Context: an optimization exercise on an open-source flow, tuned for a short achievable clock period and few clock cycles per item. The choices shown serve that exercise and are no tape-out recipe.
Function was checked by simulation only, so behaviour that the tests miss may differ from the original.
Power and IR drop assume default switching activity.

==> flow/design.v <==
package cache_pkg;
    localparam int word_width     = 32;
    localparam int words_per_line = 4;
    localparam int num_lines      = 8;
    localparam int word_sel_width = 2;
    localparam int index_width    = 3;
    localparam int tag_width      = 25;
    typedef logic [word_width-1:0]                word_t;
    typedef logic [tag_width-1:0]                 tag_t;
    typedef logic [index_width-1:0]               index_t;
    typedef logic [word_sel_width-1:0]            word_sel_t;
    typedef logic [words_per_line*word_width-1:0] line_t;
    typedef struct packed {
        tag_t      tag;
        index_t    index;
        word_sel_t word_sel;
    } cache_addr_t;
    typedef struct packed {
        logic        read;
        logic        write;
        cache_addr_t addr;
        word_t       wdata;
    } proc_req_t;
    typedef enum logic [1:0] {
        st_compare,
        st_write_back,
        st_allocate
    } ctrl_state_t;
    typedef enum logic [1:0] {
        upd_none,
        upd_word,
        upd_fill
    } update_op_t;
    typedef struct packed {
        update_op_t op;
        index_t     index;
        word_sel_t  word_sel;
        tag_t       tag;
        word_t      word;
        line_t      line;
    } line_update_t;
endpackage
package mem_bus_pkg;
    localparam int mem_addr_width = 28;
    localparam int mem_data_width = 128;
    typedef logic [mem_addr_width-1:0] mem_addr_t;
    typedef struct packed {
        logic                      read;
        logic                      write;
        mem_addr_t                 addr;
        logic [mem_data_width-1:0] wdata;
    } mem_req_t;
    typedef struct packed {
        logic                      ready;
        logic [mem_data_width-1:0] rdata;
    } mem_resp_t;
endpackage
`timescale 1ns/1ps
module cache_line_store (
    input  logic                  clk,
    input  logic                  proc_reset,
    input  cache_pkg::index_t     lookup_index,
    input  cache_pkg::tag_t       lookup_tag,
    input  cache_pkg::word_sel_t  lookup_word_sel,
    input  logic                  word_we,
    input  logic                  fill_we,
    input  logic                  fill_dirty,
    input  cache_pkg::index_t     wr_index,
    input  cache_pkg::word_sel_t  wr_word_sel,
    input  cache_pkg::tag_t       wr_tag,
    input  cache_pkg::word_t      wr_word,
    input  cache_pkg::line_t      wr_line,
    output cache_pkg::line_t      rd_line,
    output cache_pkg::tag_t       rd_tag,
    output cache_pkg::word_t      rd_word,
    output logic                  rd_hit,
    output logic                  rd_dirty_valid
);
    cache_pkg::line_t                data_mem [cache_pkg::num_lines];
    cache_pkg::tag_t                 tag_mem  [cache_pkg::num_lines];
    logic [cache_pkg::num_lines-1:0] valid_bits;
    logic [cache_pkg::num_lines-1:0] dirty_bits;
    logic [cache_pkg::num_lines-1:0] line_hit;
    always_comb begin
        for (int i = 0; i < cache_pkg::num_lines; i++)
            line_hit[i] = valid_bits[i] && (tag_mem[i] == lookup_tag);
    end
    always_comb begin
        rd_word = '0;
        for (int l = 0; l < cache_pkg::num_lines; l++)
            for (int w = 0; w < cache_pkg::words_per_line; w++)
                if (lookup_index == l[2:0] && lookup_word_sel == w[1:0])
                    rd_word = rd_word | data_mem[l][w*cache_pkg::word_width +: cache_pkg::word_width];
    end
    assign rd_line        = data_mem[lookup_index];
    assign rd_tag         = tag_mem[lookup_index];
    assign rd_hit         = line_hit[lookup_index];
    assign rd_dirty_valid = valid_bits[lookup_index] && dirty_bits[lookup_index];
    always_ff @(posedge clk) begin
        if (fill_we) begin
            data_mem[wr_index] <= wr_line;
            tag_mem[wr_index]  <= wr_tag;
        end else if (word_we) begin
            data_mem[wr_index][wr_word_sel * cache_pkg::word_width +: cache_pkg::word_width]
                <= wr_word;
        end
    end
    always_ff @(posedge clk or posedge proc_reset) begin
        if (proc_reset) begin
            valid_bits <= '0;
            dirty_bits <= '0;
        end else if (fill_we) begin
            valid_bits[wr_index] <= 1'b1;
            dirty_bits[wr_index] <= fill_dirty;
        end else if (word_we) begin
            dirty_bits[wr_index] <= 1'b1;
        end
    end
endmodule
`timescale 1ns/1ps
module cache_controller (
    input  logic                   clk,
    input  logic                   proc_reset,
    input  cache_pkg::proc_req_t   proc_req,
    input  cache_pkg::line_t       rd_line,
    input  cache_pkg::tag_t        rd_tag,
    input  cache_pkg::word_t       rd_word,
    input  logic                   rd_hit,
    input  logic                   rd_dirty_valid,
    input  mem_bus_pkg::mem_resp_t mem_resp,
    output logic                   proc_stall,
    output cache_pkg::word_t       proc_rdata,
    output logic                   word_we,
    output logic                   fill_we,
    output logic                   fill_dirty,
    output cache_pkg::line_t       fill_line,
    output mem_bus_pkg::mem_req_t  mem_req
);
    typedef enum logic [1:0] {
        st_compare,
        st_write_back,
        st_allocate,
        st_done
    } state_t;
    state_t           state;
    logic             done_q;
    logic             wr_alloc_q;
    logic             word_we_q;
    cache_pkg::word_t rdata_q;
    mem_bus_pkg::mem_req_t mem_req_q;
    logic             access;
    logic             miss;
    logic             ready_alloc;
    assign access      = proc_req.read || proc_req.write;
    assign miss        = access && !rd_hit;
    assign ready_alloc = (state == st_allocate) && mem_resp.ready;
    assign proc_stall = !(done_q || (wr_alloc_q && mem_resp.ready));
    assign proc_rdata = rdata_q;
    assign mem_req    = mem_req_q;
    assign word_we    = word_we_q;
    assign fill_we    = ready_alloc;
    assign fill_dirty = proc_req.write;
    always_comb begin
        fill_line = mem_resp.rdata;
        fill_line[proc_req.addr.word_sel * cache_pkg::word_width +: cache_pkg::word_width] = proc_req.wdata;
        if (!proc_req.write) fill_line = mem_resp.rdata;
    end
    always_ff @(posedge clk or posedge proc_reset) begin
        if (proc_reset) begin
            state           <= st_compare;
            done_q          <= 1'b0;
            wr_alloc_q      <= 1'b0;
            word_we_q       <= 1'b0;
            mem_req_q.read  <= 1'b0;
            mem_req_q.write <= 1'b0;
        end else begin
            word_we_q <= 1'b0;
            case (state)
                st_compare: begin
                    if (access && !miss) begin
                        state     <= st_done;
                        done_q    <= 1'b1;
                        word_we_q <= proc_req.write;
                    end else if (miss && rd_dirty_valid) begin
                        state           <= st_write_back;
                        mem_req_q.write <= 1'b1;
                    end else if (miss) begin
                        state          <= st_allocate;
                        mem_req_q.read <= 1'b1;
                        wr_alloc_q     <= proc_req.write;
                    end
                end
                st_write_back: begin
                    if (mem_resp.ready) begin
                        state           <= st_allocate;
                        mem_req_q.write <= 1'b0;
                        mem_req_q.read  <= 1'b1;
                        wr_alloc_q      <= proc_req.write;
                    end
                end
                st_allocate: begin
                    if (mem_resp.ready) begin
                        state          <= wr_alloc_q ? st_compare : st_done;
                        done_q         <= !wr_alloc_q;
                        wr_alloc_q     <= 1'b0;
                        mem_req_q.read <= 1'b0;
                    end
                end
                default: begin
                    state   <= st_compare;
                    done_q  <= 1'b0;
                end
            endcase
        end
    end
    logic use_victim;
    assign use_victim = (state == st_compare) ? rd_dirty_valid
                                              : ((state == st_write_back) && !mem_resp.ready);
    always_ff @(posedge clk) begin
        rdata_q <= (state == st_allocate)
            ? mem_resp.rdata[proc_req.addr.word_sel * cache_pkg::word_width +: cache_pkg::word_width]
            : rd_word;
        mem_req_q.wdata <= rd_line;
        mem_req_q.addr  <= use_victim ? {rd_tag, proc_req.addr.index}
                                      : {proc_req.addr.tag, proc_req.addr.index};
    end
endmodule
`timescale 1ns/1ps
module cache (
    input  logic                         clk,
    input  logic                         proc_reset,
    input  logic                         proc_read,
    input  logic                         proc_write,
    input  logic [29:0]                  proc_addr,
    input  cache_pkg::word_t                        proc_wdata,
    output logic                         proc_stall,
    output cache_pkg::word_t                        proc_rdata,
    output logic                         mem_read,
    output logic                         mem_write,
    output mem_bus_pkg::mem_addr_t                    mem_addr,
    output cache_pkg::line_t                        mem_wdata,
    input  logic                         mem_ready,
    input  cache_pkg::line_t                        mem_rdata
);
    cache_pkg::proc_req_t    proc_req;
    mem_bus_pkg::mem_req_t   mem_req;
    mem_bus_pkg::mem_resp_t  mem_resp;
    cache_pkg::line_t        rd_line;
    cache_pkg::tag_t         rd_tag;
    cache_pkg::word_t        rd_word;
    cache_pkg::line_t        fill_line;
    logic                    rd_hit;
    logic                    rd_dirty_valid;
    logic                    word_we;
    logic                    fill_we;
    logic                    fill_dirty;
    assign proc_req = {proc_read, proc_write, proc_addr, proc_wdata};
    assign mem_resp = {mem_ready, mem_rdata};
    assign mem_read  = mem_req.read;
    assign mem_write = mem_req.write;
    assign mem_addr  = mem_req.addr;
    assign mem_wdata = mem_req.wdata;
    cache_controller i_controller (
        .clk            (clk),
        .proc_reset     (proc_reset),
        .proc_req       (proc_req),
        .rd_line        (rd_line),
        .rd_tag         (rd_tag),
        .rd_word        (rd_word),
        .rd_hit         (rd_hit),
        .rd_dirty_valid (rd_dirty_valid),
        .mem_resp       (mem_resp),
        .proc_stall     (proc_stall),
        .proc_rdata     (proc_rdata),
        .word_we        (word_we),
        .fill_we        (fill_we),
        .fill_dirty     (fill_dirty),
        .fill_line      (fill_line),
        .mem_req        (mem_req)
    );
    cache_line_store i_line_store (
        .clk            (clk),
        .proc_reset     (proc_reset),
        .lookup_index   (proc_req.addr.index),
        .lookup_tag     (proc_req.addr.tag),
        .lookup_word_sel(proc_req.addr.word_sel),
        .word_we        (word_we),
        .fill_we        (fill_we),
        .fill_dirty     (fill_dirty),
        .wr_index       (proc_req.addr.index),
        .wr_word_sel    (proc_req.addr.word_sel),
        .wr_tag         (proc_req.addr.tag),
        .wr_word        (proc_req.wdata),
        .wr_line        (fill_line),
        .rd_line        (rd_line),
        .rd_tag         (rd_tag),
        .rd_word        (rd_word),
        .rd_hit         (rd_hit),
        .rd_dirty_valid (rd_dirty_valid)
    );
endmodule
Settings: LEC_CHECK=0, CAP_MARGIN=20, CORE_MARGIN=2, CORE_UTILIZATION=50, CTS_CLUSTER_DIAMETER=60, CTS_CLUSTER_SIZE=30, GPL_TIMING_DRIVEN=1, SETUP_SLACK_MARGIN=2.8, SLEW_MARGIN=20, TNS_END_PERCENT=100; clock period 5.0 ns.
run.sh (not shown) runs the stock make flow with config.mk's settings and CLKGATE_MAP_FILE= SYNTH_SCRIPT=/design/flow/synth_recipe.tcl, a recipe that flattens the netlist after the stock synthesis.
Testbench counts at the start, summed over its fixed seeds: cycles 66,695, accesses 16,000.
Then changed:
--- a/flow/design.v
+++ b/flow/design.v
@@ -144,7 +144,6 @@
     } state_t;
     state_t           state;
     logic             done_q;
-    logic             wr_alloc_q;
     logic             word_we_q;
     cache_pkg::word_t rdata_q;
     mem_bus_pkg::mem_req_t mem_req_q;
@@ -154,7 +153,7 @@
     assign access      = proc_req.read || proc_req.write;
     assign miss        = access && !rd_hit;
     assign ready_alloc = (state == st_allocate) && mem_resp.ready;
-    assign proc_stall = !(done_q || (wr_alloc_q && mem_resp.ready));
+    assign proc_stall = !done_q;
     assign proc_rdata = rdata_q;
     assign mem_req    = mem_req_q;
     assign word_we    = word_we_q;
@@ -169,7 +168,6 @@
         if (proc_reset) begin
             state           <= st_compare;
             done_q          <= 1'b0;
-            wr_alloc_q      <= 1'b0;
             word_we_q       <= 1'b0;
             mem_req_q.read  <= 1'b0;
             mem_req_q.write <= 1'b0;
@@ -187,7 +185,6 @@
                     end else if (miss) begin
                         state          <= st_allocate;
                         mem_req_q.read <= 1'b1;
-                        wr_alloc_q     <= proc_req.write;
                     end
                 end
                 st_write_back: begin
@@ -195,14 +192,12 @@
                         state           <= st_allocate;
                         mem_req_q.write <= 1'b0;
                         mem_req_q.read  <= 1'b1;
-                        wr_alloc_q      <= proc_req.write;
                     end
                 end
                 st_allocate: begin
                     if (mem_resp.ready) begin
-                        state          <= wr_alloc_q ? st_compare : st_done;
-                        done_q         <= !wr_alloc_q;
-                        wr_alloc_q     <= 1'b0;
+                        state          <= st_done;
+                        done_q         <= 1'b1;
                         mem_req_q.read <= 1'b0;
                     end
                 end
Outcome:
- The changed run completed with no timing, DRC or antenna violations
- cell area falls by 1.1%
- clock skew rises by 0.034 ns
- hold slack got worse by 0.020 ns
- combinational power falls by about 1%
- routed wire length rises by 4.2%
- total power stays flat
- die area falls by about 0.7%
- cell count falls by about 0.4%
- core utilization is about the same
- setup slack got worse by 0.37 ns
Testbench counts after the change, summed over its fixed seeds: cycles 69,204, accesses 16,000.

[separate check: timing with driven ports]
No port has a modelled driver above. Below, the same layouts with a new extraction and two added sets of constraints.
Step 1: set_driving_cell puts a clkbuf_16 on clk and a buf_2 on each other input, an assumption about the parent block.
Step 2 adds t to the input delays and takes it off the output delays; t is the mean of the earliest and latest rising clock arrival at the registers after step 1. Input paths then give back, and output paths get back, about the clock's delay inside the block.
Three values: ideal ports, drivers, drivers and shift; two values: the first two.
run | t, ns | setup WS [ns] | worst register clock-pin slew, ns
the first run | 0.816 | 2.465 / 2.382 / 1.653 | 0.10 / 0.10
the second run | 0.837 | 2.096 / 2.060 / 1.223 | 0.11 / 0.11
After both steps setup and hold are still met in every run listed. For the second run, which loses most, drivers alone change the setup slack by -0.036 ns; drivers and shift together by -0.873 ns.
